From an optimization exercise on the open Yosys and OpenROAD flow, aimed at small area and a short achievable clock period; shortcuts taken in it are not production practice.
The RTL was checked by simulation tests, not by an equivalence proof against the original design.
Power is estimated from default activity; no workload was simulated.

==> inputs of trial 78 <==
Design inst_mem_loadable, start of the top module:
module inst_mem_loadable #(
    parameter int    ADDR_W      = 8,
    parameter int    FETCH_BYTES = 4,
    parameter bit    BOOT_LOAD   = 1'b0,
    parameter        INIT_FILE   = ""
) (
    input  logic                     clk,
    input  logic                     rst,
    input  logic                     fetch_req,
    input  logic [ADDR_W-1:0]        fetch_addr,
    output logic                     fetch_ready,
    output logic                     fetch_valid,
    output logic [8*FETCH_BYTES-1:0] fetch_data,
    output logic [1:0]               fetch_err,
    input  logic                     prog_start,
    input  logic                     prog_we,
    input  logic [ADDR_W-1:0]        prog_addr,
    input  logic [7:0]               prog_wdata,
    input  logic                     prog_done,
    output logic [ADDR_W:0]          prog_cnt,
    output logic                     prog_err
);
==> module inst_mem_loadable, before the edit <==
module inst_mem_loadable #(
    parameter int    ADDR_W      = 8,
    parameter int    FETCH_BYTES = 4,
    parameter bit    BOOT_LOAD   = 1'b0,
    parameter        INIT_FILE   = ""
) (
    input  logic                     clk,
    input  logic                     rst,
    input  logic                     fetch_req,
    input  logic [ADDR_W-1:0]        fetch_addr,
    output logic                     fetch_ready,
    output logic                     fetch_valid,
    output logic [8*FETCH_BYTES-1:0] fetch_data,
    output logic [1:0]               fetch_err,
    input  logic                     prog_start,
    input  logic                     prog_we,
    input  logic [ADDR_W-1:0]        prog_addr,
    input  logic [7:0]               prog_wdata,
    input  logic                     prog_done,
    output logic [ADDR_W:0]          prog_cnt,
    output logic                     prog_err
);
    logic        load_q;
    logic        fetch_valid_q;
    logic [31:0] fetch_data_q;
    logic [1:0]  fetch_err_q;
    logic [8:0]  prog_cnt_q;
    logic        prog_err_q;
    logic [31:0] mem_q [64];
    logic        mis_s;
    logic        wr_s;
    logic [31:0] rd_s;
    assign mis_s = |fetch_addr[1:0];
    assign wr_s  = load_q & prog_we;
    assign rd_s  = mem_q[fetch_addr[7:2]];
    always_ff @(posedge clk or posedge rst) begin
        if (rst) begin
            load_q        <= BOOT_LOAD;
            fetch_valid_q <= 1'b0;
            prog_cnt_q    <= '0;
            prog_err_q    <= 1'b0;
        end else begin
            load_q        <= load_q ? !prog_done : (prog_start && !prog_done);
            fetch_valid_q <= fetch_req && !load_q;
            prog_err_q    <= prog_we && !load_q;
            if (!load_q && prog_start && !prog_done)
                prog_cnt_q <= '0;
            else if (wr_s && !prog_cnt_q[8])
                prog_cnt_q <= prog_cnt_q + 9'd1;
        end
    end
    always_ff @(posedge clk) begin
        fetch_err_q  <= {mis_s & (&fetch_addr[7:2]), mis_s};
        fetch_data_q <= mis_s ? 32'h0000_0013 : rd_s;
    end
    always_ff @(posedge clk) begin
        if (wr_s) mem_q[prog_addr[7:2]][8*prog_addr[1:0] +: 8] <= prog_wdata;
    end
    assign fetch_ready = !load_q;
    assign fetch_valid = fetch_valid_q;
    assign fetch_data  = fetch_data_q;
    assign fetch_err   = fetch_err_q;
    assign prog_cnt    = prog_cnt_q;
    assign prog_err    = prog_err_q;
endmodule
==> flow/config.mk <==
export PLATFORM = sky130hd
export DESIGN_NAME = inst_mem_loadable
export DESIGN_NICKNAME = inst_mem_loadable
export VERILOG_FILES = /design/flow/design.v
export SDC_FILE = /design/flow/constraint.sdc
export NUM_CORES = 4
export LEC_CHECK = 0
export CAP_MARGIN = 20
export CORE_MARGIN = 2
export CORE_UTILIZATION = 40
export SLEW_MARGIN = 20
==> flow/constraint.sdc <==
create_clock -name core_clock -period 8.0 [get_ports {clk}]
set_input_delay 1.6000 -clock core_clock [delete_from_list [all_inputs] [get_ports {clk}]]
set_output_delay 1.6000 -clock core_clock [all_outputs]
set_load 0.01 [all_outputs]
run.sh (not shown) runs the stock make flow with config.mk's settings and CLKGATE_MAP_FILE= SYNTH_SCRIPT=/design/flow/synth_recipe.tcl, a recipe that flattens the netlist after the stock synthesis.
==> trial 11 (differences from trial 78) <==
--- a/flow/design.v
+++ b/flow/design.v
@@ -26,13 +26,21 @@
     logic [1:0]  fetch_err_q;
     logic [8:0]  prog_cnt_q;
     logic        prog_err_q;
-    logic [31:0] mem_q [64];
+    logic [7:0]  mem_q [256];
+    logic [255:0] bwe_s;
+    logic [63:0]  rsel_s;
     logic        mis_s;
     logic        wr_s;
     logic [31:0] rd_s;
     assign mis_s = |fetch_addr[1:0];
     assign wr_s  = load_q & prog_we;
-    assign rd_s  = mem_q[fetch_addr[7:2]];
+    always_comb begin
+        rd_s = '0;
+        for (int w = 0; w < 64; w++) begin
+            rsel_s[w] = (fetch_addr == 8'(4 * w));
+            rd_s = rd_s | ({32{rsel_s[w]}} & {mem_q[4*w+3], mem_q[4*w+2], mem_q[4*w+1], mem_q[4*w]});
+        end
+    end
     always_ff @(posedge clk or posedge rst) begin
         if (rst) begin
             load_q        <= BOOT_LOAD;
@@ -51,10 +59,14 @@
     end
     always_ff @(posedge clk) begin
         fetch_err_q  <= {mis_s & (&fetch_addr[7:2]), mis_s};
-        fetch_data_q <= mis_s ? 32'h0000_0013 : rd_s;
+        fetch_data_q <= rd_s | {27'd0, mis_s, 2'd0, mis_s, mis_s};
+    end
+    always_comb begin
+        for (int b = 0; b < 256; b++) bwe_s[b] = wr_s && (prog_addr == 8'(b));
     end
     always_ff @(posedge clk) begin
-        if (wr_s) mem_q[prog_addr[7:2]][8*prog_addr[1:0] +: 8] <= prog_wdata;
+        for (int b = 0; b < 256; b++)
+            mem_q[b] <= (mem_q[b] & {8{!bwe_s[b]}}) | (prog_wdata & {8{bwe_s[b]}});
     end
     assign fetch_ready = !load_q;
     assign fetch_valid = fetch_valid_q;
==> flow/flow/run.sh (new file) <==
#!/bin/bash
# Own layout flow: the standard synthesis and the standard ORFS steps, with
# port buffers of a plain buffer cell, sizing not tied to cell footprints,
# and setup repair aimed well below the clock period.
set -euo pipefail
KNOBS=(
  "BUFFER_PORTS_ARGS=-buffer_cell sky130_fd_sc_hd__buf_4"
  "MATCH_CELL_FOOTPRINT=0"
  "SETUP_SLACK_MARGIN=5"
)
bash standard.sh synth > synth.log 2>&1
bash standard.sh "${KNOBS[@]}" finish > layout.log 2>&1
==> flow/standard.sh (new file) <==
#!/bin/bash
# synth_recipe.tcl (not shown) runs the flow's synth.tcl, then flattens the netlist and writes it again
# the make line also repeats each setting of config.mk as NAME=value (left out here)
make -C /OpenROAD-flow-scripts/flow DESIGN_CONFIG=/design/flow/config.mk WORK_HOME=/design/flow/orfs CLKGATE_MAP_FILE= SYNTH_SCRIPT=/design/flow/synth_recipe.tcl "${@:-finish}"
removed: flow/run.sh
==> qor summary <==
                                                                      trial 11                 trial 78
Result of the run                                      complete, no violations  complete, no violations
Share of cell area taken by multi-input logic gates                     17.64%                   19.40%
Final net count                                                           4954                     4183
Pwr per Cell Area                                                235.5 mW/mm^2            247.8 mW/mm^2
Worst-case headroom to the max-slew limit                               14.37%                   24.32%
Filler Cells Inserted                                                    14980                    16840
Cell with the largest stage delay on the worst path  sky130_fd_sc_hd__a222oi_1  sky130_fd_sc_hd__nor2_1
RePlAce Congestion                                                      0.9577                   0.8607
Adder-cell share of the synthesized area                              0.01631%                 0.01534%
Power dissipated in the clock network                                0.00985 W                0.00967 W
Non-clock buffer total of the final layout                                 613                      148
Num tapcells                                                              2511                     2672
Number of non-clock inverters                                                3                        5

==> afterwards: timing with drivers on the ports <==
No port has a modelled driver above. Below, the same layouts with a new extraction and two added sets of constraints. Step 1: set_driving_cell puts a clkbuf_16 on clk and a buf_2 on each other input, an assumption about the parent block. Step 2 times the ports against the registers' clock, not the clock port: input delays grow and output delays shrink by t, the midpoint of the rising clock arrivals with the driver on. Slacks: no drivers / after step 1 / after step 2; pairs: no drivers / after step 1.
| run | t (ns) | slack for setup (ns) | slew at the worst register clock pin (ns) |
|---|---|---|---|
| trial 78 | 0.934 | 3.356 / 3.417 / 2.483 | 0.07 / 0.07 |
| trial 11 | 0.961 | 4.599 / 4.304 / 3.343 | 0.07 / 0.07 |
After both steps every run listed still meets setup and hold. The setup slack of trial 11, which loses most, moves by -0.295 ns with the drivers and by -1.256 ns with both steps.
